From an optimization exercise on the open Yosys and OpenROAD flow, aimed at small area, a short achievable clock period and few clock cycles per item; shortcuts taken in it are not production practice.
The RTL was checked by simulation tests, not by an equivalence proof against the original design.
Power is estimated from default activity; no workload was simulated.

==> flow/design.v <==
`default_nettype none
package bfa_pkg;
  localparam int SLOTS_DEFAULT        = 16;
  localparam int ADDRESS_BITS_DEFAULT = 16;
  localparam int CFG_W    = 5;
  localparam int MODE_W   = 2;
  localparam int SLOT_F_W = 4;
  localparam int SIZE_W   = 16;
  localparam int ADDR_F_W = 16;
  localparam int STATUS_W = 2;
  localparam logic [MODE_W-1:0] MODE_LOAD  = 2'd0;
  localparam logic [MODE_W-1:0] MODE_ALLOC = 2'd1;
  localparam logic [MODE_W-1:0] MODE_READ  = 2'd2;
  localparam logic [STATUS_W-1:0] ST_DONE  = 2'd0;
  localparam logic [STATUS_W-1:0] ST_NOFIT = 2'd1;
  localparam logic [STATUS_W-1:0] ST_RANGE = 2'd2;
  typedef struct packed {
    logic [MODE_W-1:0]   mode;
    logic [SLOT_F_W-1:0] slot;
    logic [SIZE_W-1:0]   size;
    logic [ADDR_F_W-1:0] start_address;
  } bfa_in_t;
  typedef struct packed {
    logic [STATUS_W-1:0] status;
    logic [SLOT_F_W-1:0] chosen_slot;
    logic [ADDR_F_W-1:0] granted_address;
    logic [SIZE_W-1:0]   remaining_size;
  } bfa_out_t;
endpackage
`default_nettype wire
`default_nettype none
module bfa_ram #(
  parameter int WIDTH = 32,
  parameter int DEPTH = 16,
  parameter int AW    = (DEPTH > 1) ? $clog2(DEPTH) : 1
) (
  input  logic             clk,
  input  logic             we,
  input  logic [AW-1:0]    waddr,
  input  logic [WIDTH-1:0] wdata,
  input  logic [AW-1:0]    raddr,
  output logic [WIDTH-1:0] rdata
);
  logic [WIDTH-1:0] mem [DEPTH];
  always_ff @(posedge clk) begin
    if (we) begin
      mem[waddr] <= wdata;
    end
    rdata <= mem[raddr];
  end
endmodule
`default_nettype wire
`default_nettype none
import bfa_pkg::*;
module best_fit_block_allocator_core #(
  parameter int SLOTS        = bfa_pkg::SLOTS_DEFAULT,
  parameter int ADDRESS_BITS = bfa_pkg::ADDRESS_BITS_DEFAULT
) (
  input  logic                      clk,
  input  logic                      rst,
  input  logic                      cfg_valid,
  output logic                      cfg_ready,
  input  logic [bfa_pkg::CFG_W-1:0] cfg_data,
  input  logic                      in_valid,
  output logic                      in_ready,
  input  logic [37:0]               in_data,
  output logic                      out_valid,
  input  logic                      out_ready,
  output logic [37:0]               out_data
);
  localparam int N = 16;
  logic [16*N-1:0] t_size;
  logic [16*N-1:0] t_start;
  logic [N-1:0] mask;
  logic         w_valid;
  logic         w_load, w_alloc, w_read;
  logic [3:0]   w_slot;
  logic [15:0]  w_ops;
  logic [15:0]  w_opa;
  logic         w_cin;
  logic [N*N-1:0] b;
  logic [N*N-1:0] bt;
  logic [N-1:0] l_oh;
  logic [N-1:0] l_below;
  logic [15:0]  l_size;
  logic [15:0]  l_start;
  logic advance;
  logic go;
  assign advance   = !out_valid || out_ready;
  assign go        = w_valid && advance;
  assign in_ready  = !w_valid || advance;
  assign cfg_ready = 1'b1;
  wire [1:0]  i_mode  = in_data[37:36];
  wire [3:0]  i_slot  = in_data[35:32];
  wire [15:0] i_size  = in_data[31:16];
  wire [15:0] i_start = in_data[15:0];
  always_ff @(posedge clk) begin
    if (rst) begin
      mask <= '0;
    end else if (cfg_valid) begin
      for (int k = 0; k < N; k++) mask[k] <= (5'(k) < cfg_data);
    end
  end
  always_ff @(posedge clk) begin
    if (rst) begin
      w_valid <= 1'b0;
    end else if (in_ready) begin
      w_valid <= in_valid;
    end
  end
  always_ff @(posedge clk) begin
    if (in_ready) begin
      w_load  <= in_valid && (i_mode == MODE_LOAD);
      w_alloc <= in_valid && (i_mode == MODE_ALLOC);
      w_read  <= in_valid && (i_mode == MODE_READ);
      w_slot  <= i_slot;
      w_ops   <= (i_mode == MODE_ALLOC) ? ~i_size :
                 (i_mode == MODE_LOAD)  ? i_size  : 16'd0;
      w_opa   <= (i_mode == MODE_ALLOC) ? i_size  :
                 (i_mode == MODE_LOAD)  ? i_start : 16'd0;
      w_cin   <= (i_mode == MODE_ALLOC);
    end
  end
  logic [N-1:0] amask, dec, ldec;
  always_comb begin
    for (int k = 0; k < N; k++) begin
      amask[k] = w_alloc && mask[k];
      dec[k]   = w_read && (w_slot == 4'(k));
      ldec[k]  = w_load && (w_slot == 4'(k));
    end
  end
  logic [N-1:0] win;
  logic         found;
  bfa_pick u_pick (
    .t_size  (t_size),
    .t_start (t_start),
    .req_n   (w_ops),
    .amask   (amask),
    .l_size  (l_size),
    .l_start (l_start),
    .l_oh    (l_oh),
    .l_below (l_below),
    .b       (b),
    .bt      (bt),
    .win     (win),
    .found   (found)
  );
  for (genvar i = 0; i < N; i++) begin : g_b
    for (genvar j = 0; j < N; j++) begin : g_bj
      if (j > i) begin : g_keep
        always_ff @(posedge clk) b[N*i + j] <= bt[N*i + j];
      end else begin : g_zero
        assign b[N*i + j] = 1'b0;
      end
    end
  end
  logic [N-1:0] sel;
  logic [N-1:0] wen;
  logic [15:0]  s_sel, a_sel;
  logic [15:0]  bus_size, bus_start;
  assign sel = win | dec;
  assign wen = (win | ldec) & {N{go}};
  logic [N-1:0] wen_below;
  always_comb begin
    wen_below[0] = 1'b0;
    for (int i = 1; i < N; i++) wen_below[i] = wen_below[i-1] | wen[i-1];
  end
  bfa_upd u_upd (
    .t_size    (t_size),
    .t_start   (t_start),
    .sel       (sel),
    .ops       (w_ops),
    .opa       (w_opa),
    .cin       (w_cin),
    .s_sel     (s_sel),
    .a_sel     (a_sel),
    .bus_size  (bus_size),
    .bus_start (bus_start)
  );
  always_ff @(posedge clk) begin
    for (int i = 0; i < N; i++) begin
      if (wen[i]) begin
        t_size[16*i +: 16]  <= bus_size;
        t_start[16*i +: 16] <= bus_start;
      end
    end
    l_oh    <= wen;
    l_below <= wen_below;
    l_size  <= bus_size;
    l_start <= bus_start;
  end
  logic [3:0]  win_idx;
  logic [37:0] res;
  always_comb begin
    win_idx = '0;
    for (int i = 0; i < N; i++) win_idx = win_idx | (4'(i) & {4{win[i]}});
    if (w_load) begin
      res = {ST_DONE, w_slot, bus_start, bus_size};
    end else if (w_read) begin
      res = {ST_DONE, w_slot, bus_start, bus_size};
    end else if (w_alloc) begin
      if (found) res = {ST_DONE, win_idx, a_sel, bus_size};
      else       res = {ST_NOFIT, 4'd0, 16'd0, 16'd0};
    end else begin
      res = {ST_RANGE, w_slot, 16'd0, 16'd0};
    end
  end
  always_ff @(posedge clk) begin
    if (rst) begin
      out_valid <= 1'b0;
    end else if (advance) begin
      out_valid <= w_valid;
    end
  end
  always_ff @(posedge clk) begin
    if (go) out_data <= res;
  end
endmodule
module bfa_pick #(
  parameter int N = 16
) (
  input  logic [16*N-1:0] t_size,
  input  logic [16*N-1:0] t_start,
  input  logic [15:0]     req_n,     
  input  logic [N-1:0]    amask,
  input  logic [15:0]     l_size,
  input  logic [15:0]     l_start,
  input  logic [N-1:0]    l_oh,
  input  logic [N-1:0]    l_below,
  input  logic [N*N-1:0]  b,
  output logic [N*N-1:0]  bt,
  output logic [N-1:0]    win,
  output logic            found
);
  logic [N-1:0] ge, wb, fits, x;
  logic         fw, y;
  for (genvar j = 0; j < N; j++) begin : g_cmp
    bfa_cmp #(.W(16)) u_ge (.a(t_size[16*j +: 16]), .b(~req_n), .lt(), .ge(ge[j]));
    bfa_cmp #(.W(33)) u_wb (.a({l_size, l_start, 1'b0}),
                            .b({t_size[16*j +: 16], t_start[16*j +: 16], l_below[j]}),
                            .lt(wb[j]), .ge());
  end
  always_comb begin
    fits = amask & ge;
    bt = '0;
    for (int i = 0; i < N; i++) begin
      for (int j = i + 1; j < N; j++) begin
        bt[N*i + j] = l_oh[i] ? wb[j] : (l_oh[j] ? !wb[i] : b[N*i + j]);
      end
    end
    fw = |(fits & l_oh);
    y = 1'b1;
    for (int j = 0; j < N; j++) y = y && (!fits[j] || wb[j] || l_oh[j]);
    for (int i = 0; i < N; i++) begin
      x[i] = fits[i];
      for (int j = 0; j < N; j++) begin
        if (j > i) x[i] = x[i] && (!fits[j] || b[N*i + j] || l_oh[j]);
        if (j < i) x[i] = x[i] && (!fits[j] || !b[N*j + i] || l_oh[j]);
      end
      win[i] = l_oh[i] ? (fits[i] && y) : (x[i] && (!fw || !wb[i]));
    end
    found = |fits;
  end
endmodule
module bfa_upd #(
  parameter int N = 16
) (
  input  logic [16*N-1:0] t_size,
  input  logic [16*N-1:0] t_start,
  input  logic [N-1:0]    sel,
  input  logic [15:0]     ops,
  input  logic [15:0]     opa,
  input  logic            cin,
  output logic [15:0]     s_sel,
  output logic [15:0]     a_sel,
  output logic [15:0]     bus_size,
  output logic [15:0]     bus_start
);
  always_comb begin
    s_sel = '0;
    a_sel = '0;
    for (int i = 0; i < N; i++) begin
      s_sel = s_sel | (t_size[16*i +: 16]  & {16{sel[i]}});
      a_sel = a_sel | (t_start[16*i +: 16] & {16{sel[i]}});
    end
  end
  bfa_add16 u_sub (.a(s_sel), .b(ops), .cin(cin),  .s(bus_size));
  bfa_add16 u_add (.a(a_sel), .b(opa), .cin(1'b0), .s(bus_start));
endmodule
module bfa_add16 (
  input  logic [15:0] a,
  input  logic [15:0] b,
  input  logic        cin,
  output logic [15:0] s
);
  logic [15:0] p, g, t, c;
  assign p = a ^ b;
  assign g = a & b;
  assign t = a | b;
  bfa_carry16 u_c (.g(g), .t(t), .cin(cin), .c(c));
  assign s = p ^ {c[14:0], cin};
endmodule
module bfa_carry16 (
  input  logic [15:0] g,
  input  logic [15:0] t,
  input  logic        cin,
  output logic [15:0] c
);
  logic [15:0] gg [5];
  logic [15:0] pp [5];
  always_comb begin
    gg[0] = g;
    gg[0][0] = g[0] | (t[0] & cin);
    pp[0] = t;
    for (int l = 0; l < 4; l++) begin
      gg[l+1] = gg[l];
      pp[l+1] = pp[l];
      for (int k = (1 << l); k < 16; k++) begin
        gg[l+1][k] = gg[l][k] | (pp[l][k] & gg[l][k - (1 << l)]);
        pp[l+1][k] = pp[l][k] & pp[l][k - (1 << l)];
      end
    end
    c = gg[4];
  end
endmodule
module bfa_cmp #(
  parameter int W = 16
) (
  input  logic [W-1:0] a,
  input  logic [W-1:0] b,
  output logic         lt,
  output logic         ge
);
  logic [W-1:0] l, e;
  assign l = ~a & b;
  assign e = ~a | b;
  bfa_cmp_tree #(.W(W)) u_t (.l(l), .e(e), .lt(lt));
  assign ge = !lt;
endmodule
module bfa_cmp_tree #(
  parameter int W = 16
) (
  input  logic [W-1:0] l,
  input  logic [W-1:0] e,
  output logic         lt
);
  localparam int L = $clog2(W);
  localparam int P = 1 << L;
  logic [P-1:0] ll [L+1];
  logic [P-1:0] ee [L+1];
  always_comb begin
    ll[0] = '0;
    ee[0] = '1;
    ll[0][W-1:0] = l;
    ee[0][W-1:0] = e;
    for (int s = 0; s < L; s++) begin
      ll[s+1] = '0;
      ee[s+1] = '1;
      for (int k = 0; k < (P >> (s + 1)); k++) begin
        ll[s+1][k] = ll[s][2*k+1] || (ee[s][2*k+1] && ll[s][2*k]);
        ee[s+1][k] = ll[s][2*k+1] || (ee[s][2*k+1] && ee[s][2*k]);
      end
    end
    lt = ll[L][0];
  end
endmodule
`default_nettype wire
==> flow/run.sh <==
#!/bin/bash
# synth_recipe.tcl (not shown) runs the flow's synth.tcl, then flattens the netlist and writes it again
# the make line also repeats each setting of config.mk as NAME=value (left out here)
make -C /OpenROAD-flow-scripts/flow DESIGN_CONFIG=/design/flow/config.mk WORK_HOME=/design/flow/orfs CLKGATE_MAP_FILE= SYNTH_SCRIPT=/design/flow/synth_recipe.tcl finish
==> flow/config.mk <==
export PLATFORM = sky130hd
export DESIGN_NAME = best_fit_block_allocator_core
export DESIGN_NICKNAME = best_fit_block_allocator_core
export VERILOG_FILES = /design/flow/design.v
export SDC_FILE = /design/flow/constraint.sdc
export NUM_CORES = 4
export LEC_CHECK = 0
export CAP_MARGIN = 20
export CORE_MARGIN = 2
export CORE_UTILIZATION = 55
export SETUP_SLACK_MARGIN = 4.5
export SLEW_MARGIN = 20
export SYNTH_HIERARCHICAL = 1
export SYNTH_MINIMUM_KEEP_SIZE = 0
export TNS_END_PERCENT = 5
==> flow/constraint.sdc <==
create_clock -name core_clock -period 10.0 [get_ports {clk}]
set_input_delay 2.0000 -clock core_clock [delete_from_list [all_inputs] [get_ports {clk}]]
set_output_delay 2.0000 -clock core_clock [all_outputs]
set_load 0.01 [all_outputs]
==> flow_results.org, run 1 <==
** CTS
- Clock buffer count from CTS :: 88
- Cts-stage hold buffer count :: 0
- CTS H-tree depth :: 3
- Clock Pin Slew Worst Setup and Hold Paths :: 0.06 ns
- TritonCTS built the clock tree.
- CTS Sinks :: 790
- Max clock buf depth :: 3
- The tree is rooted in a clkbuf_16.
- Clk latency of the worst-skew pair :: 0.71 ns

** Critical path
- On the critical path, the stage with the largest delay is an instance of edfxtp_1.
- Worst setup EP type :: register
- STA puts the critical path data required time at 10.44 ns.
- Arrival @ worst endpoint :: 6.95 ns
- Reg-to-reg endpoint :: out_data[11]
- The most critical setup path has its endpoint at out_data[11].
- The worst register-to-register path has a setup slack of 3.49 ns.
- Largest incremental delay on the critical path :: 0.44 ns
- In this run the critical register-to-register path is launched from w_ops[0].
- Critical path startpoint :: w_ops[0]
- Critical path start-end classification :: register to register
- Most frequent CP cell :: buf_12
- Along the worst path, the maximum fanout reaches 12.
- STA classifies the critical path startpoint as a register.
- The number of cells on the worst reg-to-reg path is 29.

** Drt
- Total iterations of the first detailed-routing run :: 10
- Total Routed Length :: 224 mm
- DRT antenna net count :: 0
- The detailed router placed 48200 vias in this run.
- Vias per cell :: 6.62
- Initial DRC Count :: 6822
- DR DRC count :: 0
- Routed wire per std cell :: 30.7 µm

** Floorplanning
- Total I/O pin count :: 89
- Width of the die :: 313 µm
- Number of rows in the core area :: 113
- Initial core utilization :: 55.3%
- In this run the vertical extent of the chip is 313 µm.
- The floorplan step defined a die boundary enclosing 97700 µm².
- The core region is 94700 µm².

** Timing
- The final hold violation count is 0.
- Measured against its own limit, the worst slew margin works out to 31.2%.
- Share of the clock period used by the worst path :: 65.1%
- Unrepaired setup endpoints after global routing :: yes
- Transition time at the pin with the least slew margin :: 1.03 ns
- Adding up every negative setup slack in the final design gives 0 ns.
- Based on the critical path, the design can be clocked at up to 154 MHz.
- Clock skew on the completed layout was measured at 0.0286 ns.
- Pins Over Slew Limit :: 0
- Subtracting the final worst setup slack from the clock period gives 6.51 ns.
- Count of final setup violators :: 0

** Finish
- The final layout contains 6047 nets.
- Synth-to-Final Area Change :: 24.6%
- Commonest non-fill, non-tap cells in the layout :: nor2b_2, nand2b_1, edfxtp_1
- The finished cells cover 65200 µm².
- Non-filler cells, final :: 7281
- Cells fill 68.8% of the core in the end.
- Most common cell after layout, fill and taps aside :: nor2b_2
- Fraction of final layout cells sized beyond drive strength 1 :: 33.7%

** Yosys
- The average instance in the mapped netlist occupies 9.69 µm².
- Post-synthesis cell area :: 52300 µm²
- Gate Count Post-Synth :: 5401
- Warnings, synthesis :: 153

** GRT
- The number of antenna violations at the first check in global routing is 11.
- After global routing the overflow that remains totals 0.
- Total GRT Usage :: 44.0%
- The first global-routing pass estimated 313 mm of wire.
- Entering global routing, the biggest net connects 41 pins.
- The number of global-route vias before repair was 44600.

** Pwr
- For this design the ratio of total power to cell area is 160 nW/µm².
- Leakage power figure :: 0.0245 µW
- Highest ir drop seen on vdd :: 150 µV

** Place
- Buffers on Ports :: 87
- Hpwl dp :: 151 mm
- Placement Cell Area :: 55400 µm²
- Placed Instances :: 6744
- Routability congestion estimate from global placement :: 1.03

** Job
- Across the run, the number of max-cap violations was 0.

** Outcome
- The flow ran to the end and the layout has no timing, DRC or antenna violations.

** Worst hold path
- Class of the tightest hold or removal check :: register to register
[critical path: cells and delay by family, from the launching register on]
family	cells	cell delay (ns)
adders and majority gates	1	0.22
AOI/OAI and AO/OA	13	3.10
buffers and inverters	9	1.45
and+or+nand+nor	5	0.82
DFF	1	0.44
xor gates and xnor gates	1	0.18
[layout make-up]
type	instances	area, µm²
multi-input combinational	4319	32100
fill	7339	29500
sequential	790	21800
timing repair buffer	576	5970
clock buffer	124	2530
tap	1265	1580
inverter	153	639
clock inverter	39	452
timing repair inverter	9	67.6
antenna	6	15.0
[flip-flops by register name (all words and copies together), names as in the netlist]
name       flops
w_opa         16
w_load         1
out_valid      1
l_below       14
w_valid        1
l_oh          16
w_slot         4
w_cin          1
l_start       16
mask          16
out_data      38
w_read         1
w_alloc        1
t_start      256
l_size        16
b            120
t_size       256
w_ops         16
[power breakdown]
| part | switching [µW] | leakage [µW] | total (µW) | internal (µW) |
|---|---|---|---|---|
| combinational | 1780 | 0.0159 | 2830 | 1040 |
| sequential | 369 | 0.00714 | 4170 | 3800 |
| clock | 1440 | 0.00145 | 3410 | 1970 |
[how the worst min path moves through the flow]
stage / from / end / slack, ns / cells after the start
final: mask[7] / mask[7] / 0.48 / 2
after detailed placement: mask[3] / mask[3] / 0.47 / 2
after global routing: mask[14] / mask[14] / 0.50 / 2
after CTS: mask[10] / mask[10] / 0.48 / 2
after floorplan: mask[10] / mask[10] / 0.45 / 2
after global placement: mask[7] / mask[7] / 0.46 / 2
[per-stage QoR]
stage	setup slack, ns	hold slack (ns)	power, µW
2_1_floorplan	4.44	0.449	5460
3_3_place_gp	1.89	0.462	6400
3_5_place_dp	1.66	0.465	6440
4_1_cts	3.68	0.478	10200
5_1_grt	3.44	0.505	10700
6_report	3.49	0.476	10400
[what timing repair did]
action / 4_1_cts / 5_1_grt
pin swaps: 108 / 102
endpoints found under the setup margin: 1094 / 575
resized for setup: 520 / 225
buffers inserted: 286 / 49
cloned: 26 / 5
[per-layer routing]
| metal | vias to the layer above | global-route usage (%) | part of all wire, % |
|---|---|---|---|
| li1 | 20700 | - | - |
| met1 | 23300 | 57.1 | 37 |
| met2 | 3332 | 65.3 | 42 |
| met3 | 831 | 10.7 | 12 |
| met4 | 6 | 29.4 | 8.4 |
| met5 | - | 0 | 0.017 |
Testbench counts, summed over its fixed seeds: cycles 6,640, items 6,528.
==> run 2: changes to the inputs <==
--- a/flow/config.mk
+++ b/flow/config.mk
@@ -9,3 +9,3 @@
 export CORE_MARGIN = 2
-export CORE_UTILIZATION = 55
+export CORE_UTILIZATION = 40
 export SETUP_SLACK_MARGIN = 4.5
==> flow_results.org, run 2 <==
** Timing
- The worst hold-check slack came to 0.473 ns (was 0.476 ns).
- Pins Over Slew Limit :: 0 (unchanged)
- The maximum clock rate came to 152 MHz (was 154 MHz).
- Number of endpoints with negative hold slack in the final report :: 0 (unchanged)
- Fin crit period :: 6.60 ns (was 6.51 ns)
- Transition time at the pin with the least slew margin :: 1.19 ns (was 1.03 ns)
- Worst Skew :: 0.0324 ns (was 0.0286 ns)
- Total negative slack :: 0 ns (unchanged)
- Tightest slew margin relative to the limit :: 20.2% (was 31.2%)
- Unrepaired setup endpoints after global routing :: yes (unchanged)
- The final number of setup-violating endpoints was 0 (unchanged).
- Share of the clock period used by the worst path :: 66.0% (was 65.1%)

** Critical path
- The setup slack on the worst flop-to-flop path was 3.40 ns (was 3.49 ns).
- The buffers plus inverters on the worst setup path came to 12 (was 9).
- Startpoint class of the critical path :: register (unchanged)
- The dominant delay contributor by cell family on the critical path was compound AO/OA/AOI/OAI gates (unchanged).
- The critical path's slowest cell is or4_4 (was edfxtp_1).
- The highest net fanout along the worst path was 7 (was 12).
- Required time of the worst setup path :: 10.45 ns (was 10.44 ns)
- The delay of the slowest cell on the worst path came to 0.55 ns (was 0.44 ns).
- Critical path start-end classification :: register to register (unchanged)
- The element type at the critical path end was a register (unchanged).
- The arrival time of the worst setup path came to 7.04 ns (was 6.95 ns).

** Yosys
- Gate Count Post-Synth :: 5401 (unchanged)
- The mapped cell area is 52300 µm² (unchanged).
- Post-synthesis area per instance :: 9.69 µm² (unchanged)
- Warnings, synthesis :: 153 (unchanged)

** Finish
- Register area :: 21800 µm² (about the same)
- Most common cell after layout, fill and taps aside :: nor2b_2 (unchanged)
- Largest registers :: t_size (256), t_start (256), b (120) (unchanged)
- Area taken by multi-input logic gates :: 32000 µm² (was 32100 µm²)
- Synth-to-Final Area Change :: 26.5% (was 24.6%)
- Commonest non-fill, non-tap cells in the layout :: nor2b_2, nand2b_1, edfxtp_1 (unchanged)
- Fill cells :: 11500 (was 7339)
- Finished layout cell area :: 66200 µm² (was 65200 µm²)
- Final net count :: 6113 (was 6047)
- The fraction of layout cells with a size suffix above 1 came to 34.0% (was 33.7%).

** CTS
- CTS Root Buffer Type :: clkbuf_16 (unchanged)
- Clk latency of the worst-skew pair :: 0.72 ns (was 0.71 ns)
- The total clock sinks came to 790 (unchanged).
- Clock tree from TritonCTS :: yes (unchanged)
- The number of clock buffers inserted by TritonCTS is 91 (was 88).
- Clock Pin Slew Worst Setup and Hold Paths :: 0.06 ns (about the same)
- The number of hold buffers added after CTS came to 0 (unchanged).
- The total number of H-tree levels came to 3 (unchanged).
- The maximum clock path buffer count was 3 (unchanged).

** Floorplanning
- Number of rows in the core area :: 132 (was 113)
- Initial core utilization :: 40.4% (was 55.3%)
- Overall die height :: 366 µm (was 313 µm)
- Total I/O pin count :: 89 (unchanged)
- The overall die width came to 366 µm (was 313 µm).
- Total core area :: 130000 µm² (was 94700 µm²)
- Die outline area :: 134000 µm² (was 97700 µm²)

** Drt
- The final routed wirelength across all metal layers came to 223 mm (was 224 mm).
- Total iterations of the first detailed-routing run :: 6 (was 10)
- Number of vias after detailed routing :: 47000 (was 48200)
- Vias per cell :: 6.00 (was 6.62)
- The DRC violations left is 0 (unchanged).
- DRT antenna net count :: 0 (unchanged)
- Initial DRC Count :: 5286 (was 6822)
- The wire length per cell was 28.5 µm (was 30.7 µm).

** GRT
- The total global routing overflow was 0 (unchanged).
- The total global routing track utilization came to 31.9% (was 44.0%).
- The wire length of the first global-routing pass is 312 mm (was 313 mm).
- The number of global-route vias before repair came to 45000 (was 44600).
- The number of antenna violations at the first check in global routing was 10 (was 11).
- Maximum number of pins on one net before global-route repair :: 36 (was 41)

** Pwr
- The worst supply voltage drop on vdd came to 138 µV (was 150 µV).
- The leakage power is 0.0246 µW (was 0.0245 µW).
- Power per unit of standard cell area :: 158 nW/µm² (was 160 nW/µm²)

** Place
- Buffers on Ports :: 87 (unchanged)
- The HPWL after detailed placement is 149 mm (was 151 mm).
- Placement Cell Area :: 56000 µm² (was 55400 µm²)
- The placer's final routability congestion estimate was 0.993 (was 1.03).

** Job
- The max-cap check violation count was 0 (unchanged).

** Outcome
- Result of the run :: no timing/DRC/antenna violations (unchanged)

** Worst hold path
- Class of the tightest hold or removal check :: register to register (unchanged)
## run 2: power by group
group | total, µW | internal (µW) | switching (µW) | leakage (µW)
clock network | 3500 | 2020 | 1480 | 0.00146
logic | 2810 | 1050 | 1760 | 0.0160
registers | 4150 | 3800 | 343 | 0.00714
total | 10500 | 6870 | 3590 | 0.0246
## run 2: metal layers
| metal | vias up | GRT usage, % | wire length (µm) |
|---|---|---|---|
| met4 | 6 | 19.5 | 15200 |
| met3 | 581 | 6.07 | 19300 |
| met1 | 23200 | 39.3 | 86200 |
| met2 | 2387 | 51.7 | 102000 |
| met5 | - | 0 | 41 |
| li1 | 20800 | - | - |
## run 2: worst paths after layout
path	from	end	cells after the start
worst max-delay path	w_ops[9]	t_size[95]	32
worst min-delay path	mask[1]	mask[1]	2
worst max register to register	w_ops[9]	t_size[95]	32
worst min register to register	mask[1]	mask[1]	2
## run 2: per-stage QoR
stage	cells	setup slack (ns)	util, %	total power (µW)
4_1_cts	7758	3.62	50.1	10300
2_1_floorplan	5417	4.44	-	5460
3_5_place_dp	7216	1.36	43.2	6430
6_report	7825	3.40	51.1	10500
3_3_place_gp	7216	1.44	43.2	6390
5_1_grt	7821	3.28	51.1	10800
## run 2: area by class of cell
class / count / share of cell area [%]
Tap cell: 1742 / 3.29
Clock inverter: 60 / 1.01
Timing Repair inverter: 23 / 0.261
Timing Repair Buffer: 623 / 9.52
Multi-Input combinational cell: 4321 / 48.3
Clock buffer: 109 / 3.60
Inverter: 153 / 0.981
Sequential cell: 790 / 33.0
Antenna cell: 4 / 0.0151
## run 2: repair_timing
| action | in CTS | in global routing |
|---|---|---|
| setup buffers | 335 | 60 |
| setup endpoints to repair | 1083 | 577 |
| gates resized for setup | 542 | 149 |
| pin swaps | 137 | 76 |
| gates cloned | 38 | 2 |
## run 2: worst register-to-register path, delay by kind of cell, from the launching register on
kind / cells / cell delay [ns]
buf+inv: 12 / 1.76
simple gates: 7 / 1.66
compound gates: 11 / 2.10
xor+xnor: 1 / 0.18
fa+ha+maj: 1 / 0.18
flops: 1 / 0.46
==> run 3: changes to the inputs <==
--- a/flow/design.v
+++ b/flow/design.v
@@ -80,2 +80,3 @@
   logic         w_cin;
+  logic [15:0]  w_req;     
   logic [N*N-1:0] b;
@@ -121,2 +122,3 @@
       w_cin   <= (i_mode == MODE_ALLOC);
+      w_req   <= i_size;
     end
@@ -136,3 +138,3 @@
     .t_start (t_start),
-    .req_n   (w_ops),
+    .req     (w_req),
     .amask   (amask),
@@ -223,3 +225,3 @@
   input  logic [16*N-1:0] t_start,
-  input  logic [15:0]     req_n,     
+  input  logic [15:0]     req,
   input  logic [N-1:0]    amask,
@@ -237,3 +239,3 @@
   for (genvar j = 0; j < N; j++) begin : g_cmp
-    bfa_cmp #(.W(16)) u_ge (.a(t_size[16*j +: 16]), .b(~req_n), .lt(), .ge(ge[j]));
+    bfa_cmp #(.W(16)) u_ge (.a(t_size[16*j +: 16]), .b(req), .lt(), .ge(ge[j]));
     bfa_cmp #(.W(33)) u_wb (.a({l_size, l_start, 1'b0}),
--- a/flow/config.mk
+++ b/flow/config.mk
@@ -9,4 +9,4 @@
 export CORE_MARGIN = 2
-export CORE_UTILIZATION = 40
-export SETUP_SLACK_MARGIN = 4.5
+export CORE_UTILIZATION = 55
+export SETUP_SLACK_MARGIN = 3.5
 export SLEW_MARGIN = 20
==> flow_results.org, run 3 <==
** Place
- Hpwl dp :: 142 mm (was 149 mm)
- Buffers on Ports :: 87 (unchanged)
- Routability congestion estimate from global placement :: 1.03 (was 0.993)
- Placement Cell Area :: 55800 µm² (was 56000 µm²)

** Drt
- Vias per cell :: 6.44 (was 6.00)
- Initial DRC Count :: 5814 (was 5286)
- Number of vias after detailed routing :: 45900 (was 47000)
- Total iterations of the first detailed-routing run :: 7 (was 6)
- The final routed wirelength across all metal layers came to 203 mm (was 223 mm).
- Routed wire per std cell :: 28.5 µm (about the same)
- The number of nets with antenna violations after routing came to 0 (unchanged).
- The DRC violations left came to 0 (unchanged).

** Pwr
- The power share of the clock group came to 31.1% (was 33.5%).
- The switching share of power was 36.0% (was 34.3%).
- Pint :: 7290 µW (was 6870 µW)
- Power per unit of standard cell area :: 182 nW/µm² (was 158 nW/µm²)
- The worst supply voltage drop on vdd came to 173 µV (was 138 µV).
- The net switching power is 4110 µW (was 3590 µW).
- The leakage power is 0.0232 µW (was 0.0246 µW).
- Sequential fraction of design power :: 39.1% (was 39.7%)
- The logic gate share of total power came to 29.8% (was 26.9%).

** Floorplanning
- The total core area came to 95000 µm² (was 130000 µm²).
- The die height came to 314 µm (was 366 µm).
- The boundary pin count was 89 (unchanged).
- The floorplan die area came to 98300 µm² (was 134000 µm²).
- Number of rows in the core area :: 113 (was 132)
- Width of the die :: 314 µm (was 366 µm)
- Initial core utilization :: 55.5% (was 40.4%)

** GRT
- Initial antenna violation count :: 9 (was 10)
- Total GRT Usage :: 39.6% (was 31.9%)
- Via count of the first global-routing pass :: 42500 (was 45000)
- The pin count of the biggest net entering global routing was 36 (unchanged).
- The total global routing overflow was 0 (unchanged).
- The wire length of the first global-routing pass was 285 mm (was 312 mm).

** Timing
- The maximum clock rate came to 150 MHz (was 152 MHz).
- The setup skew after layout was 0.0358 ns (was 0.0324 ns).
- The worst slew slack as a fraction of its limit came to 25.0% (was 20.2%).
- Number of endpoints with negative hold slack in the final report :: 0 (unchanged)
- Share of the clock period used by the worst path :: 66.5% (was 66.0%)
- The measured slew at the worst slew-check pin is 1.12 ns (was 1.19 ns).
- The minimum period implied by the final worst setup slack came to 6.65 ns (was 6.60 ns).
- The final number of setup-violating endpoints is 0 (unchanged).
- Total negative slack :: 0 ns (unchanged)
- Unrepaired setup endpoints after global routing: yes (unchanged).
- Pins Over Slew Limit :: 0 (unchanged)

** Critical path
- The launch point of the worst reg-to-reg path is w_req[8] (was w_ops[9]).
- The critical path launch point type was a register (unchanged).
- The arrival time of the worst setup path came to 7.06 ns (was 7.04 ns).
- Most frequent CP cell :: buf_4
- The critical path's slowest cell was a221oi_1 (was or4_4).
- Largest incremental delay on the critical path :: 0.51 ns (was 0.55 ns)
- The worst endpoint required time came to 10.41 ns (was 10.45 ns).
- Largest driver fanout on the critical path :: 17 (was 7)
- The element type at the critical path end is a register (unchanged).
- Critical path start-end classification :: register to register (unchanged)
- The launching instance or port of the critical path is w_req[8] (was w_ops[9]).

** Finish
- Fraction of final layout cells sized beyond drive strength 1 :: 28.0% (was 34.0%)
- The synthesis-to-layout area growth came to 18.7% (was 26.5%).
- Commonest non-fill, non-tap cells in the layout: nor2b_2, nand2b_1, edfxtp_1 (unchanged).
- Finished layout cell area :: 62600 µm² (was 66200 µm²)
- Largest registers: t_size (256), t_start (256), b (120) (unchanged).
- The most common cell after layout, fill and taps aside was nor2b_2 (unchanged).
- Final net count :: 5887 (was 6113)

** CTS
- The total clock sinks came to 806 (was 790).
- The number of clock buffers inserted by TritonCTS came to 92 (was 91).
- Clock tree from TritonCTS :: yes (unchanged)
- Clk latency of the worst-skew pair :: 0.71 ns (was 0.72 ns)
- The clock transition time at the flip-flop clock pins of the worst setup and hold paths is 0.06 ns (about the same).
- CTS Root Buffer Type :: clkbuf_16 (unchanged)
- The maximum clock path buffer count was 3 (unchanged).
- CTS H-tree depth :: 3 (unchanged)
- Cts-stage hold buffer count :: 0 (unchanged)

** Job
- The max-cap check violation count was 0 (unchanged).

** Yosys
- Post-synthesis area per instance :: 9.75 µm² (was 9.69 µm²)
- The mapped cell area is 52700 µm² (was 52300 µm²).
- Gate Count Post-Synth :: 5408 (was 5401)
- The yosys synthesis warning count was 153 (unchanged).

** Worst hold path
- Class of the tightest hold or removal check :: register to register (unchanged)
- Hold path start :: mask[0] (was mask[1])

** Outcome
- Result of the run :: no timing/DRC/antenna violations (unchanged)
==> run 3: stage by stage <==
| stage | instances | hold slack (ns) | setup slack, ns | total power [µW] | utilization [%] |
|---|---|---|---|---|---|
| 2_1_floorplan | 5424 | 0.449 | 3.98 | 6160 | - |
| 3_3_place_gp | 6758 | 0.464 | 1.78 | 7370 | 58.7 |
| 6_report | 7126 | 0.475 | 3.35 | 11400 | 65.9 |
| 5_1_grt | 7122 | 0.495 | 3.23 | 11800 | 65.9 |
| 4_1_cts | 7054 | 0.478 | 3.34 | 11100 | 64.3 |
| 3_5_place_dp | 6758 | 0.464 | 1.61 | 7420 | 58.7 |
==> run 3: routing by layer <==
layer,vias up,GRT usage (%),routed length [µm]
li1,20400,-,-
met4,8,23.1,14600
met2,2501,63.2,91600
met5,-,0,76
met1,22300,50.7,78500
met3,665,6.87,18600
==> run 3: cell type report <==
class                      instances  area (µm²)
timing repair buffer             411        4090
multi-input combinational       4327       30900
clock buffer                     129        2600
sequential                       806       22300
clock inverter                    44         532
fill                            7570       32400
antenna                            5        12.5
tap                             1265        1580
inverter                         139         526
==> run 3: what timing repair did <==
action,CTS,global route
resized for setup,237,182
pin swaps,20,41
endpoints found under the setup margin,576,432
setup buffers,114,61
cloned,9,5
==> run 3: worst paths after layout <==
path	endpoint	slack, ns	depth (start not counted)
worst max-delay path	out_data[11]	3.35	31
worst min-delay path	mask[0]	0.48	2
worst max register to register	out_data[11]	3.35	31
worst min register to register	mask[0]	0.48	2
==> run 3: critical path, delay by kind of cell (launching register included) <==
| kind | cells | cell delay [ns] |
|---|---|---|
| xor gates and xnor gates | 1 | 0.16 |
| DFF | 1 | 0.41 |
| adders and majority gates | 1 | 0.15 |
| and+or+nand+nor | 6 | 1.04 |
| buffers and inverters | 10 | 1.53 |
| AOI/OAI and AO/OA | 13 | 3.03 |
==> run 3: power groups by stage <==
stage          registers (µW)  logic, µW  clock network, µW
6_report                 4460       3400               3540
5_1_grt                  4470       3600               3690
3_3_place_gp             4530       2840                  0
3_5_place_dp             4530       2890                  0
2_1_floorplan            4520       1640                  0
4_1_cts                  4440       3130               3570
Testbench counts of run 3, summed over its fixed seeds: cycles 6,640, items 6,528.
==> run 4: changes to the inputs <==
--- a/flow/config.mk
+++ b/flow/config.mk
@@ -10,3 +10,3 @@
 export CORE_UTILIZATION = 55
-export SETUP_SLACK_MARGIN = 3.5
+export SETUP_SLACK_MARGIN = 4.5
 export SLEW_MARGIN = 20
==> flow_results.org, run 4 <==
** GRT
- The wire length of the first global-routing pass came to 313 mm (was 285 mm).
- Initial antenna violation count :: 4 (was 9)
- The total global routing overflow came to 0 (unchanged).
- Total GRT Usage :: 43.9% (was 39.6%)
- Via count of the first global-routing pass :: 45300 (was 42500)
- Maximum number of pins on one net before global-route repair :: 36 (unchanged)

** Job
- The max-cap check violation count was 0 (unchanged).

** Place
- Routability congestion estimate from global placement :: 1.05 (was 1.03)
- The count of placed standard cells including taps came to 6743 (was 6758).
- Hpwl dp :: 147 mm (was 142 mm)
- Buffers on Ports :: 87 (unchanged)

** Pwr
- The logic gate share of total power is 32.5% (was 29.8%).
- The leakage power was 0.0250 µW (was 0.0232 µW).
- The power share of the clock group is 29.8% (was 31.1%).
- The share of total power in sequential cells came to 37.6% (was 39.1%).
- Highest ir drop seen on vdd :: 214 µV (was 173 µV)
- Switching power share of the total :: 36.4% (was 36.0%)
- Net switching power :: 4350 µW (was 4110 µW)
- Power per unit of standard cell area :: 180 nW/µm² (was 182 nW/µm²)
- Pint :: 7620 µW (was 7290 µW)

** Timing
- Unrepaired setup endpoints after global routing: yes (unchanged).
- The setup skew after layout is 0.0301 ns (was 0.0358 ns).
- The minimum period implied by the final worst setup slack came to 6.51 ns (was 6.65 ns).
- The measured slew at the worst slew-check pin is 1.15 ns (was 1.12 ns).
- The maximum clock rate was 154 MHz (was 150 MHz).
- The final hold violation count was 0 (unchanged).
- The worst slew slack as a fraction of its limit is 23.5% (was 25.0%).
- Share of the clock period used by the worst path :: 65.1% (was 66.5%)
- Post-Route Hold Slack :: 0.475 ns (about the same)
- The final-report max-slew violation count is 0 (unchanged).
- Total negative slack :: 0 ns (unchanged)
- The final number of setup-violating endpoints came to 0 (unchanged).

** CTS
- The number of hold buffers added after CTS was 0 (unchanged).
- Max clock buf depth :: 3 (unchanged)
- Clock buffer count from CTS :: 90 (was 92)
- The clock tree from TritonCTS is yes (unchanged).
- CTS Root Buffer Type :: clkbuf_16 (unchanged)
- The clock network latency to the later pin of the worst-skew pair was 0.70 ns (was 0.71 ns).
- The total clock sinks was 806 (unchanged).
- Clock Pin Slew Worst Setup and Hold Paths :: 0.06 ns (about the same)
- The total number of H-tree levels is 3 (unchanged).

** Finish
- The number of non-filler instances in the completed layout came to 7361 (was 7126).
- The final-layout fill cell count was 7109 (was 7570).
- Commonest non-fill, non-tap cells in the layout: nor2b_2, nand2b_1, edfxtp_1 (unchanged).
- The most common cell after layout, fill and taps aside is nor2b_2 (unchanged).
- The fraction of layout cells with a size suffix above 1 is 34.6% (was 28.0%).
- The number of nets at the end of the flow was 6130 (was 5887).
- The synthesis-to-layout area growth is 26.4% (was 18.7%).
- Area taken by multi-input logic gates :: 32200 µm² (was 30900 µm²)
- Largest registers :: t_size (256), t_start (256), b (120) (unchanged)
- The area used by sequential logic in the layout came to 22300 µm² (about the same).

** Floorplanning
- The count of standard-cell rows was 113 (unchanged).
- Die outline area :: 98300 µm² (unchanged)
- The die height came to 314 µm (unchanged).
- The boundary pin count was 89 (unchanged).
- The total core area came to 95000 µm² (unchanged).
- Width of the die :: 314 µm (unchanged)
- Initial core utilization :: 55.5% (unchanged)

** Yosys
- The mapped cell area is 52700 µm² (unchanged).
- Gate Count Post-Synth :: 5408 (unchanged)
- The per-instance average area after synthesis came to 9.75 µm² (unchanged).
- The yosys synthesis warning count was 153 (unchanged).

** Critical path
- The arrival time of the worst setup path came to 6.95 ns (was 7.06 ns).
- The dominant delay contributor by cell family on the critical path is simple AND/OR/NAND/NOR gates (was compound AO/OA/AOI/OAI gates).
- Most frequent CP cell :: buf_6 (was buf_4)
- Buffer and inverter count on the worst path :: 10 (unchanged)
- The critical path launch point type is a register (unchanged).
- Largest incremental delay on the critical path :: 0.56 ns (was 0.51 ns)
- Worst setup EP type :: register (unchanged)
- The critical path's slowest cell was or4_4 (was a221oi_1).
- Required time of the worst setup path :: 10.44 ns (was 10.41 ns)
- Largest driver fanout on the critical path :: 7 (was 17)
- The type of the worst setup path is register to register (unchanged).

** Drt
- Total Routed Length :: 223 mm (was 203 mm)
- The DRC violations left was 0 (unchanged).
- The number of nets with antenna violations after routing came to 0 (unchanged).
- Total iterations of the first detailed-routing run :: 6 (was 7)
- The detailed-route vias per instance was 6.62 (was 6.44).
- The number of vias after detailed routing came to 48800 (was 45900).
- The wire length per cell was 30.4 µm (was 28.5 µm).
- The number of DRC violations after detailed-routing iteration 0 is 7496 (was 5814).

** Outcome
- Result of the run: no timing/DRC/antenna violations (unchanged).

** Worst hold path
- The worst min-delay path category was register to register (unchanged).
-- run 4: final timing paths --
check	start	slack, ns	end	depth (start not counted)
max	w_req[11]	3.49	out_data[29]	32
min	mask[6]	0.47	mask[6]	2
max reg2reg	w_req[11]	3.49	out_data[29]	32
min reg2reg	mask[6]	0.47	mask[6]	2
-- run 4: metal layers --
layer / vias up / global-route usage (%) / part of all wire [%]
met3: 782 / 10.1 / 12
met2: 3321 / 65.6 / 43
li1: 20900 / - / -
met4: 2 / 28.5 / 8.0
met5: - / 0 / 0.0076
met1: 23800 / 57.2 / 38
-- run 4: per-stage QoR --
stage	utilization, %	total power, µW	area [µm²]	setup slack [ns]
floorplan	-	6170	52900	4.44
global placement	58.7	7340	55800	1.81
CTS	68.3	11700	64900	3.75
global route	70.1	12300	66600	3.42
detailed placement	58.7	7390	55800	1.93
finish	70.1	12000	66600	3.49
-- run 4: area by class of cell --
type / count / area share (%)
Inverter: 139 / 0.796
Tap cell: 1265 / 2.38
Timing Repair Buffer: 654 / 10.3
Clock buffer: 125 / 3.90
Sequential cell: 806 / 33.5
Antenna cell: 1 / 0.00376
Clock inverter: 42 / 0.819
Multi-Input combinational cell: 4329 / 48.3
-- run 4: worst register-to-register path, delay by kind of cell (launching register included) --
family | cells | cell delay (ns)
flops | 1 | 0.41
fa+ha+maj | 1 | 0.21
xor+xnor | 1 | 0.14
compound gates | 10 | 2.04
buf+inv | 10 | 1.31
simple gates | 10 | 2.17
-- run 4: power groups by stage --
| stage | registers [µW] | clock network [µW] | logic (µW) |
|---|---|---|---|
| finish | 4510 | 3570 | 3890 |
| global route | 4520 | 3710 | 4080 |
| CTS | 4470 | 3570 | 3610 |
| detailed placement | 4760 | 0 | 2630 |
| global placement | 4760 | 0 | 2580 |
| floorplan | 4530 | 0 | 1640 |
-- run 4: repair_timing --
| item | CTS | global route |
|---|---|---|
| gates cloned | 25 | 5 |
| buffers inserted | 322 | 97 |
| pin swaps | 121 | 117 |
| resized for setup | 530 | 189 |
| endpoints found under the setup margin | 1020 | 577 |
==> run 5: changes to the inputs <==
--- a/flow/design.v
+++ b/flow/design.v
@@ -133,2 +133,10 @@
   end
+  logic [15:0]  next_req;
+  logic [N-1:0] ge_pre;
+  logic [N-1:0] ge_r;
+  assign next_req = in_ready ? i_size : w_req;
+  for (genvar j = 0; j < N; j++) begin : g_ge
+    bfa_cmp #(.W(16)) u_ge (.a(t_size[16*j +: 16]), .b(next_req), .lt(), .ge(ge_pre[j]));
+  end
+  always_ff @(posedge clk) ge_r <= ge_pre;
   logic [N-1:0] win;
@@ -139,2 +147,3 @@
     .req     (w_req),
+    .ge_r    (ge_r),
     .amask   (amask),
@@ -226,2 +235,3 @@
   input  logic [15:0]     req,
+  input  logic [N-1:0]    ge_r,      
   input  logic [N-1:0]    amask,
@@ -236,6 +246,6 @@
 );
-  logic [N-1:0] ge, wb, fits, x;
-  logic         fw, y;
+  logic [N-1:0] wb, fe, x;
+  logic         gw, fw;
+  bfa_cmp #(.W(16)) u_gw (.a(l_size), .b(req), .lt(), .ge(gw));
   for (genvar j = 0; j < N; j++) begin : g_cmp
-    bfa_cmp #(.W(16)) u_ge (.a(t_size[16*j +: 16]), .b(req), .lt(), .ge(ge[j]));
     bfa_cmp #(.W(33)) u_wb (.a({l_size, l_start, 1'b0}),
@@ -245,3 +255,4 @@
   always_comb begin
-    fits = amask & ge;
+    fe = amask & ge_r & ~l_oh;
+    fw = |(amask & l_oh) && gw;
     bt = '0;
@@ -252,14 +263,28 @@
     end
-    fw = |(fits & l_oh);
-    y = 1'b1;
-    for (int j = 0; j < N; j++) y = y && (!fits[j] || wb[j] || l_oh[j]);
     for (int i = 0; i < N; i++) begin
-      x[i] = fits[i];
+      x[i] = fe[i];
       for (int j = 0; j < N; j++) begin
-        if (j > i) x[i] = x[i] && (!fits[j] || b[N*i + j] || l_oh[j]);
-        if (j < i) x[i] = x[i] && (!fits[j] || !b[N*j + i] || l_oh[j]);
+        if (j > i) x[i] = x[i] && (!fe[j] || b[N*i + j]);
+        if (j < i) x[i] = x[i] && (!fe[j] || !b[N*j + i]);
       end
-      win[i] = l_oh[i] ? (fits[i] && y) : (x[i] && (!fw || !wb[i]));
     end
-    found = |fits;
+  end
+  bfa_win u_win (.x(x), .fe(fe), .fw(fw), .wb(wb), .l_oh(l_oh), .win(win), .found(found));
+endmodule
+module bfa_win #(
+  parameter int N = 16
+) (
+  input  logic [N-1:0] x,
+  input  logic [N-1:0] fe,
+  input  logic         fw,
+  input  logic [N-1:0] wb,
+  input  logic [N-1:0] l_oh,
+  output logic [N-1:0] win,
+  output logic         found
+);
+  logic y;
+  always_comb begin
+    y = &(~fe | wb);
+    for (int i = 0; i < N; i++) win[i] = l_oh[i] ? (fw && y) : (x[i] && (!fw || !wb[i]));
+    found = (|fe) || fw;
   end
==> flow_results.org, run 5 <==
** Outcome
- Result of the run :: no timing/DRC/antenna violations (unchanged)

** Drt
- Routed length on met2 :: 94.7 mm (was 95.3 mm)
- The detailed-route vias per instance came to 6.45 (was 6.62).
- Routed length on met3 :: 21.2 mm (was 26.3 mm)
- The met1 wire length came to 81.9 mm (was 83.9 mm).
- Routed wire per std cell :: 28.3 µm (was 30.4 µm)
- The number of nets with antenna violations after routing came to 0 (unchanged).
- The final routed wirelength across all metal layers was 213 mm (was 223 mm).
- DR DRC count :: 0 (unchanged)
- The number of vias after detailed routing came to 48400 (was 48800).
- Initial DRC Count :: 6532 (was 7496)
- Total iterations of the first detailed-routing run :: 7 (was 6)
- Max Used Layer :: met5 (unchanged)

** CTS
- The clock transition time at the flip-flop clock pins of the worst setup and hold paths came to 0.07 ns (was 0.06 ns).
- The number of hold buffers added after CTS was 0 (unchanged).
- The number of clock buffers inserted by TritonCTS is 93 (was 90).
- Clk latency of the worst-skew pair :: 0.71 ns (was 0.70 ns)
- CTS Sinks :: 822 (was 806)
- The clock tree from TritonCTS was yes (unchanged).
- The root buffer cell is clkbuf_16 (unchanged).
- The maximum clock path buffer count came to 3 (unchanged).
- CTS H-tree depth :: 3 (unchanged)

** GRT
- Via count of the first global-routing pass :: 44600 (was 45300)
- Initial antenna violation count :: 6 (was 4)
- GRT overflow :: 0 (unchanged)
- The total global routing track utilization was 40.8% (was 43.9%).
- Wire length of the first global-routing pass :: 298 mm (was 313 mm)
- The pin count of the biggest net entering global routing was 37 (was 36).

** Pwr
- Sequential fraction of design power :: 36.5% (was 37.6%)
- The internal power summed over all cells came to 7930 µW (was 7620 µW).
- Highest ir drop seen on vdd :: 169 µV (was 214 µV)
- Portion of total power attributed to combinational logic :: 34.9% (was 32.5%)
- The power per standard cell area came to 191 nW/µm² (was 180 nW/µm²).
- The net switching power came to 4710 µW (was 4350 µW).
- The leakage power was 0.0246 µW (was 0.0250 µW).
- Switching power share of the total :: 37.3% (was 36.4%)
- The power share of the clock group was 28.6% (was 29.8%).

** Timing
- FMAX :: 160 MHz (was 154 MHz)
- The worst slew slack as a fraction of its limit is 35.5% (was 23.5%).
- The minimum period implied by the final worst setup slack was 6.26 ns (was 6.51 ns).
- Unrepaired setup endpoints after global routing: yes (unchanged).
- Worst Skew :: 0.0450 ns (was 0.0301 ns)
- Share of the clock period used by the worst path :: 62.6% (was 65.1%)
- The worst path setup slack after routing is 3.74 ns (was 3.49 ns).
- Transition time at the pin with the least slew margin :: 0.968 ns (was 1.15 ns)
- The final hold violation count came to 0 (unchanged).
- The final number of setup-violating endpoints came to 0 (unchanged).
- The setup TNS after final layout was 0 ns (unchanged).
- The final-report max-slew violation count is 0 (unchanged).

** Floorplanning
- Die outline area :: 99500 µm² (was 98300 µm²)
- The overall die width was 315 µm (was 314 µm).
- Total core area :: 96400 µm² (was 95000 µm²)
- The initial core utilization is 55.3% (was 55.5%).
- Overall die height :: 315 µm (was 314 µm)
- Number of rows in the core area :: 114 (was 113)
- Total I/O pin count :: 89 (unchanged)

** Finish
- Largest registers: t_size (256), t_start (256), b (120) (unchanged).
- Commonest non-fill, non-tap cells in the layout :: nor2b_2, nand2b_1, edfxtp_1 (unchanged)
- The fraction of layout cells with a size suffix above 1 is 32.3% (was 34.6%).
- Final net count :: 6258 (was 6130)
- Utilization of the core after routing :: 68.7% (was 70.1%)
- The number of non-filler instances in the completed layout came to 7506 (was 7361).
- Synth-to-Final Area Change :: 24.1% (was 26.4%)
- The most common cell after layout, fill and taps aside was nor2b_2 (unchanged).

** Critical path
- Required time of the worst setup path :: 10.45 ns (was 10.44 ns)
- The highest net fanout along the worst path was 10 (was 7).
- The critical path launch point type was a register (unchanged).
- The arrival time of the worst setup path came to 6.71 ns (was 6.95 ns).
- Worst setup EP type :: register (unchanged)
- The type of the worst setup path is register to register (unchanged).
- Register-to-register setup slack :: 3.74 ns (was 3.49 ns)

** Yosys
- The yosys synthesis warning count came to 154 (was 153).
- The post-synthesis instance total was 5635 (was 5408).
- Post-synthesis cell area :: 53400 µm² (was 52700 µm²)
- Post-synthesis area per instance :: 9.47 µm² (was 9.75 µm²)

** Job
- The max-cap check violation count was 0 (unchanged).

** Place
- The HPWL after detailed placement came to 141 mm (was 147 mm).
- Worst slack, placed :: 1.29 ns (was 1.93 ns)
- Placed Instances :: 6974 (was 6743)
- Routability congestion estimate from global placement :: 1.00 (was 1.05)
- Buffers on Ports :: 87 (unchanged)

** Worst hold path
- The worst min-delay path category is register to register (unchanged).
[run 5: layer usage]
metal	vias up	global-route usage [%]
met5	-	0
met4	8	23.6
met3	648	7.78
met2	2807	63.8
met1	23600	53.1
li1	21400	-
[run 5: layout make-up]
cell class	count	area, µm²
tap	1276	1600
fill	7473	30200
timing repair buffer	561	5930
clock buffer	122	2540
inverter	145	561
multi-input combinational	4525	32500
antenna	2	5.00
sequential	822	22500
clock inverter	53	626
[run 5: power groups by stage]
stage	Sequential (µW)	Clock (µW)	Combinational, µW
finish	4610	3620	4410
floorplan	4680	0	1770
global placement	4920	0	2800
CTS	4650	3630	3830
detailed placement	4930	0	2860
global route	4630	3760	4640
[run 5: repair_timing]
action,in CTS,in global routing
resized for setup,505,217
gates cloned,8,9
endpoints found under the setup margin,1102,570
pin swaps,112,73
buffers inserted,215,123
[run 5: per-stage QoR]
step | hold slack [ns] | area (µm²) | total power (µW)
4_1_cts | 0.478 | 64000 | 12100
3_5_place_dp | 0.466 | 56300 | 7790
3_3_place_gp | 0.464 | 56300 | 7720
2_1_floorplan | 0.449 | 53500 | 6450
5_1_grt | 0.503 | 66200 | 13000
6_report | 0.478 | 66200 | 12600
[run 5: final timing paths]
kind	from	end	cells after the start
setup / recovery	t_start[99]	out_data[31]	22
hold / removal	mask[3]	mask[3]	2
setup reg to reg	t_start[99]	out_data[31]	22
hold reg to reg	mask[3]	mask[3]	2
[run 5: critical path, stage by stage, from the launching register on]
cell       delay, ns
edfxtp_1        0.46
nand2b_1        0.18
a21oi_1         0.23
nor2_2          0.08
a221oi_4        0.49
o21ai_2         0.17
a311o_1         0.44
buf_12          0.17
nand2b_4        0.14
o2111ai_4       0.09
or4_4           0.27
buf_12          0.13
o21ai_4         0.06
buf_4           0.19
o21bai_4        0.29
a22o_1          0.29
a221oi_1        0.75
nand4_1         0.54
inv_1           0.22
ha_1            0.28
xor2_2          0.16
buf_6           0.16
a22o_1          0.21
Testbench counts of run 5, summed over its fixed seeds: cycles 6,640, items 6,528.
==> run 6: changes to the inputs <==
--- a/flow/config.mk
+++ b/flow/config.mk
@@ -10,3 +10,3 @@
 export CORE_UTILIZATION = 55
-export SETUP_SLACK_MARGIN = 4.5
+export SETUP_SLACK_MARGIN = 3.75
 export SLEW_MARGIN = 20
==> flow_results.org, run 6 <==
** Floorplanning
- The count of standard-cell rows was 114 (unchanged).
- Initial core utilization :: 55.3% (unchanged)
- Overall die height :: 315 µm (unchanged)
- Die outline area :: 99500 µm² (unchanged)
- Width of the die :: 315 µm (unchanged)
- The total core area was 96400 µm² (unchanged).
- Total I/O pin count :: 89 (unchanged)

** GRT
- The total global routing overflow is 0 (unchanged).
- The total global routing track utilization is 39.1% (was 40.8%).
- The number of global-route vias before repair is 43000 (was 44600).
- The wire length of the first global-routing pass was 285 mm (was 298 mm).
- Initial antenna violation count :: 5 (was 6)
- The pin count of the biggest net entering global routing is 37 (unchanged).

** Drt
- The number of nets with antenna violations after routing came to 0 (unchanged).
- Total iterations of the first detailed-routing run :: 7 (unchanged)
- Initial DRC Count :: 6036 (was 6532)
- The number of vias after detailed routing is 46800 (was 48400).
- The DRC violations left came to 0 (unchanged).
- Total Routed Length :: 202 mm (was 213 mm)
- The wire length per cell is 27.4 µm (was 28.3 µm).
- Vias per cell :: 6.35 (was 6.45)

** Worst hold path
- Class of the tightest hold or removal check :: register to register (unchanged)

** Place
- Buffers on Ports :: 87 (unchanged)
- Hpwl dp :: 141 mm (about the same)
- Routability congestion estimate from global placement :: 1.06 (was 1.00)
- The pre-CTS setup slack came to 1.72 ns (was 1.29 ns).

** Yosys
- Post-synthesis area per instance :: 9.47 µm² (unchanged)
- Warnings, synthesis :: 154 (unchanged)
- The mapped cell area is 53400 µm² (unchanged).
- The post-synthesis instance total is 5635 (unchanged).

** Timing
- Unrepaired setup endpoints after global routing :: yes (unchanged)
- The final hold violation count is 0 (unchanged).
- Pins Over Slew Limit :: 0 (unchanged)
- The maximum clock rate came to 158 MHz (was 160 MHz).
- The worst slew slack as a fraction of its limit came to 24.6% (was 35.5%).
- Share of the clock period used by the worst path :: 63.5% (was 62.6%)
- The minimum period implied by the final worst setup slack was 6.35 ns (was 6.26 ns).
- The measured slew at the worst slew-check pin is 1.13 ns (was 0.968 ns).
- The worst path setup slack after routing came to 3.65 ns (was 3.74 ns).
- The setup skew after layout was 0.0258 ns (was 0.0450 ns).
- The final number of setup-violating endpoints came to 0 (unchanged).
- The setup TNS after final layout was 0 ns (unchanged).

** Pwr
- Power per unit of standard cell area :: 191 nW/µm² (about the same)
- Leakage power figure :: 0.0235 µW (was 0.0246 µW)
- The total design power was 12100 µW (was 12600 µW).
- Highest ir drop seen on vdd :: 165 µV (was 169 µV)

** Finish
- The number of diodes added for antenna fixing came to 0 (was 2).
- The fraction of layout cells with a size suffix above 1 came to 28.3% (was 32.3%).
- The most common cell after layout, fill and taps aside is nor2b_2 (unchanged).
- Synth-to-Final Area Change :: 19.0% (was 24.1%)
- The final-layout fill cell count was 7778 (was 7473).
- The number of nets at the end of the flow came to 6118 (was 6258).
- The multi-input gate area in the final layout was 31400 µm² (was 32500 µm²).
- Largest registers :: t_size (256), t_start (256), b (120) (unchanged)
- Commonest non-fill, non-tap cells in the layout: nor2b_2, nand2b_1, edfxtp_1 (unchanged).
- The area used by sequential logic in the layout was 22500 µm² (about the same).

** Critical path
- Largest delay share family, worst path :: compound AO/OA/AOI/OAI gates (unchanged)
- Critical path start-end classification :: register to register (unchanged)
- The highest net fanout along the worst path is 18 (was 10).
- The arrival time of the worst setup path was 6.80 ns (was 6.71 ns).
- Buffer and inverter count on the worst path :: 9 (was 5)
- The critical path launch point type is a register (unchanged).
- Worst setup EP type :: register (unchanged)
- Master of the slowest instance on the critical path :: a311o_2 (was a221oi_1)
- The delay of the slowest cell on the worst path is 0.55 ns (was 0.75 ns).
- The worst endpoint required time is 10.45 ns (about the same).
- Most frequent CP cell :: buf_12

** CTS
- The number of clock buffers inserted by TritonCTS is 93 (unchanged).
- The clock transition time at the flip-flop clock pins of the worst setup and hold paths is 0.06 ns (was 0.07 ns).
- CTS Sinks :: 822 (unchanged)
- The maximum clock path buffer count came to 3 (unchanged).
- CTS Root Buffer Type :: clkbuf_16 (unchanged)
- The total number of H-tree levels is 3 (unchanged).
- Clk latency of the worst-skew pair :: 0.69 ns (was 0.71 ns)
- Clock tree from TritonCTS :: yes (unchanged)

** Job
- The max-cap check violation count came to 0 (unchanged).

** Outcome
- Result of the run :: no timing/DRC/antenna violations (unchanged)
==> run 6: final timing paths <==
path	endpoint	start	slack, ns	depth (start not counted)
setup / recovery	out_data[27]	l_start[2]	3.65	29
hold / removal	mask[1]	mask[1]	0.47	2
setup reg to reg	out_data[27]	l_start[2]	3.65	29
hold reg to reg	mask[1]	mask[1]	0.47	2
==> run 6: metal layers <==
metal	part of all wire, %	track usage (%)
met5	0.0059	0
met4	6.5	21.7
met3	8.6	7.02
met2	46	63.0
met1	39	50.0
==> run 6: final cells by class <==
class                   count  share of cell area [%]
multi-input cells        4528                    49.5
flip-flops and latches    822                    35.4
repair buffers            418                    6.54
clock buffers             119                    4.03
well taps                1276                    2.52
clock inverters            56                    1.13
inverters                 145                   0.869
==> run 6: what timing repair did <==
item / 4_1_cts / 5_1_grt
pin swaps: 33 / 58
gates resized for setup: 279 / 217
hold buffers: 0 / 0
hold endpoints to repair: 0 / 0
gates cloned: 9 / 4
endpoints found under the setup margin: 626 / 372
buffers inserted: 82 / 90
==> run 6: power breakdown <==
| group | leakage, µW | switching [µW] | internal [µW] | total (µW) |
|---|---|---|---|---|
| sequential | 0.00742 | 415 | 4140 | 4550 |
| combinational | 0.0145 | 2460 | 1370 | 3840 |
| clock | 0.00160 | 1490 | 2230 | 3710 |
| total | 0.0235 | 4370 | 7740 | 12100 |
==> run 6: metrics by stage <==
stage	cells	cell area [µm²]	hold WS [ns]	utilization, %
2_1_floorplan	5651	53400	0.449	-
3_3_place_gp	7004	56500	0.461	58.6
3_5_place_dp	7004	56500	0.464	58.6
4_1_cts	7270	61700	0.477	64.0
5_1_grt	7364	63500	0.489	65.8
6_report	7364	63500	0.475	65.8
==> run 6: worst min-delay path: cells and delay by family (launching register included) <==
family	cells	cell delay (ns)
DFF	1	0.30
and+or+nand+nor	2	0.13
==> run 7: changes to the inputs <==
--- a/flow/config.mk
+++ b/flow/config.mk
@@ -10,3 +10,3 @@
 export CORE_UTILIZATION = 55
-export SETUP_SLACK_MARGIN = 3.75
+export SETUP_SLACK_MARGIN = 3.5
 export SLEW_MARGIN = 20
==> flow_results.org, run 7 <==
** Pwr
- Switching power share of the total :: 36.1% (about the same)
- Leakage power figure :: 0.0230 µW (was 0.0235 µW)
- Pint :: 7610 µW (was 7740 µW)
- The share of total power in sequential cells is 38.4% (was 37.6%).
- Power per unit of standard cell area :: 192 nW/µm² (was 191 nW/µm²)
- The power share of the clock group is 31.3% (was 30.7%).
- The worst supply voltage drop on vdd was 196 µV (was 165 µV).
- The net switching power was 4300 µW (was 4370 µW).
- Portion of total power attributed to combinational logic :: 30.3% (was 31.7%)

** GRT
- The pin count of the biggest net entering global routing was 37 (unchanged).
- GRT overflow :: 0 (unchanged)
- The number of antenna violations at the first check in global routing was 7 (was 5).
- The total global routing track utilization was 38.9% (was 39.1%).
- Wire length of the first global-routing pass :: 284 mm (was 285 mm)
- Via count of the first global-routing pass :: 42600 (was 43000)

** CTS
- Max clock buf depth :: 3 (unchanged)
- The number of hold buffers added after CTS was 0 (unchanged).
- The root buffer cell is clkbuf_16 (unchanged).
- Clock tree from TritonCTS :: yes (unchanged)
- The clock transition time at the flip-flop clock pins of the worst setup and hold paths came to 0.06 ns (about the same).
- CTS Sinks :: 822 (unchanged)
- The clock network latency to the later pin of the worst-skew pair is 0.70 ns (was 0.69 ns).
- The total number of H-tree levels is 3 (unchanged).
- The number of clock buffers inserted by TritonCTS came to 93 (unchanged).

** Floorplanning
- The overall die width is 315 µm (unchanged).
- The count of standard-cell rows came to 114 (unchanged).
- The die height came to 315 µm (unchanged).
- The total core area was 96400 µm² (unchanged).
- Initial core utilization :: 55.3% (unchanged)
- Total I/O pin count :: 89 (unchanged)
- The floorplan die area came to 99500 µm² (unchanged).

** Critical path
- R2r startpoint :: l_start[12] (was l_start[2])
- Worst setup EP type :: register (unchanged)
- Required time of the worst setup path :: 10.44 ns (was 10.45 ns)
- The dominant delay contributor by cell family on the critical path is compound AO/OA/AOI/OAI gates (unchanged).
- Reg-to-reg endpoint :: out_data[30] (was out_data[27])
- Master of the slowest instance on the critical path :: or4_4 (was a311o_2)
- The dominant cell type by count on the critical path is buf_4 (was buf_12).
- Arrival @ worst endpoint :: 6.94 ns (was 6.80 ns)
- The type of the worst setup path was register to register (unchanged).
- The critical path launch point type was a register (unchanged).
- The delay of the slowest cell on the worst path was 0.59 ns (was 0.55 ns).
- Cells on worst reg2reg path :: 27 (was 29)
- Largest driver fanout on the critical path :: 14 (was 18)
- Register-to-register setup slack :: 3.51 ns (was 3.65 ns)
- The buffers plus inverters on the worst setup path was 7 (was 9).

** Timing
- Number of endpoints with negative hold slack in the final report :: 0 (unchanged)
- The final-report max-slew violation count came to 0 (unchanged).
- FMAX :: 154 MHz (was 158 MHz)
- Share of the clock period used by the worst path :: 64.9% (was 63.5%)
- The setup TNS after final layout is 0 ns (unchanged).
- Unrepaired setup endpoints after global routing: yes (unchanged).
- Fin crit period :: 6.49 ns (was 6.35 ns)
- The final number of setup-violating endpoints is 0 (unchanged).
- The worst slew slack as a fraction of its limit came to 16.2% (was 24.6%).
- The setup skew after layout was 0.0275 ns (was 0.0258 ns).
- The measured slew at the worst slew-check pin was 1.26 ns (was 1.13 ns).

** Drt
- The number of DRC violations after detailed-routing iteration 0 came to 5643 (was 6036).
- The first-pass iteration count of the detailed router was 6 (was 7).
- The number of vias after detailed routing was 46100 (was 46800).
- The detailed-route vias per instance came to 6.31 (was 6.35).
- DR DRC count :: 0 (unchanged)
- The final routed wirelength across all metal layers was 200 mm (was 202 mm).
- DRT antenna net count :: 0 (unchanged)
- Routed wire per std cell :: 27.3 µm (was 27.4 µm)

** Finish
- Fill cells :: 7949 (was 7778)
- The multi-input gate area in the final layout was 30800 µm² (was 31400 µm²).
- The final core utilization is 64.5% (was 65.8%).
- Commonest non-fill, non-tap cells in the layout :: nor2b_2, nand2b_1, edfxtp_1 (unchanged)
- Register area :: 22400 µm² (was 22500 µm²)
- Largest registers :: t_size (256), t_start (256), b (120) (unchanged)
- The fraction of layout cells with a size suffix above 1 was 26.0% (was 28.3%).
- Final net count :: 6057 (was 6118)
- The most common cell after layout, fill and taps aside is nor2b_2 (unchanged).
- Synth-to-Final Area Change :: 16.5% (was 19.0%)

** Place
- The placer's final routability congestion estimate was 1.06 (unchanged).
- The HPWL after detailed placement was 141 mm (unchanged).
- The quantity of I/O buffers inserted on ports was 87 (unchanged).

** Yosys
- The per-instance average area after synthesis is 9.47 µm² (unchanged).
- Post-synthesis cell area :: 53400 µm² (unchanged)
- Warnings, synthesis :: 154 (unchanged)
- The post-synthesis instance total is 5635 (unchanged).

** Worst hold path
- Hold path start :: mask[7] (was mask[1])
- Hold Path Stages :: 2 (unchanged)
- Class of the tightest hold or removal check :: register to register (unchanged)
- Endpoint with the worst hold slack :: mask[7] (was mask[1])

** Job
- Max capacitance violation total :: 0 (unchanged)

** Outcome
- Result of the run :: no timing/DRC/antenna violations (unchanged)
run 7: timing repair:
| item | 4_1_cts | 5_1_grt |
|---|---|---|
| pin swaps | 18 | 28 |
| endpoints found under the hold margin | 0 | 0 |
| cloned | 8 | 2 |
| resized for setup | 187 | 135 |
| buffers inserted | 55 | 59 |
| endpoints found under the setup margin | 593 | 389 |
run 7: power by group through the flow:
stage          sequential, µW  combinational [µW]  clock, µW
2_1_floorplan            4670                1780          0
3_3_place_gp             4630                3120          0
3_5_place_dp             4630                3180          0
4_1_cts                  4570                3340       3730
5_1_grt                  4590                3850       3870
6_report                 4570                3610       3720
run 7: routing by layer:
| layer | vias to the layer above | part of all wire [%] | global-route usage (%) |
|---|---|---|---|
| met5 | - | 0.014 | 0 |
| met4 | 4 | 6.5 | 21.5 |
| met3 | 520 | 8.4 | 7.18 |
| met2 | 2233 | 46 | 62.7 |
| met1 | 22400 | 39 | 49.6 |
| li1 | 21000 | - | - |
run 7: how the worst max path moves through the flow:
stage | depth (start not counted) | end | slack [ns] | startpoint
after floorplan | 28 | out_data[30] | 3.95 | l_size[13]
after global placement | 26 | out_data[28] | 1.85 | l_start[2]
after detailed placement | 22 | out_data[28] | 1.72 | l_size[14]
after CTS | 24 | out_data[28] | 3.50 | l_start[10]
after global routing | 29 | out_data[27] | 3.39 | l_start[0]
final | 27 | out_data[30] | 3.51 | l_start[12]
run 7: cell type report:
| type | instances | share of cell area (%) |
|---|---|---|
| multi-input combinational | 4528 | 49.6 |
| timing repair buffer | 357 | 5.55 |
| tap | 1276 | 2.57 |
| antenna | 2 | 0.00805 |
| inverter | 145 | 0.876 |
| clock buffer | 119 | 4.12 |
| clock inverter | 56 | 1.16 |
| sequential | 822 | 36.1 |
run 7: worst reg2reg max path, cell delays in order (launching register included):
cell      delay [ns]
dfxtp_4         0.41
buf_6           0.18
nor2b_2         0.13
a21oi_1         0.07
o21ai_1         0.36
nand2_1         0.10
o21ai_1         0.54
a311o_1         0.42
o21ai_2         0.13
or4_4           0.59
buf_4           0.17
o21ai_4         0.31
o21bai_4        0.37
buf_4           0.27
a22o_1          0.14
a221oi_1        0.05
nand4_1         0.17
inv_1           0.07
ha_1            0.20
inv_1           0.18
nor3_2          0.09
a311oi_4        0.26
a21oi_4         0.06
buf_12          0.15
o311ai_2        0.29
xor2_1          0.12
buf_4           0.19
a22o_1          0.22
run 7: metrics by stage:
step	power (µW)	std cells	area (µm²)	setup WS, ns	hold slack (ns)
after detailed placement	7810	7004	56500	1.72	0.464
final	11900	7305	62200	3.51	0.472
after floorplan	6450	5651	53400	3.95	0.449
after CTS	11600	7242	61100	3.50	0.477
after global routing	12300	7303	62200	3.39	0.489
after global placement	7750	7004	56500	1.85	0.461

Re-timed with assumed drivers on the ports (clkbuf_16 on the clock, buf_2 on other inputs), run 7 has 3.507 ns of setup slack against 3.507 ns with ideal ports, and 3.507 ns once port delays also move by the mid clock arrival of 0.757 ns.
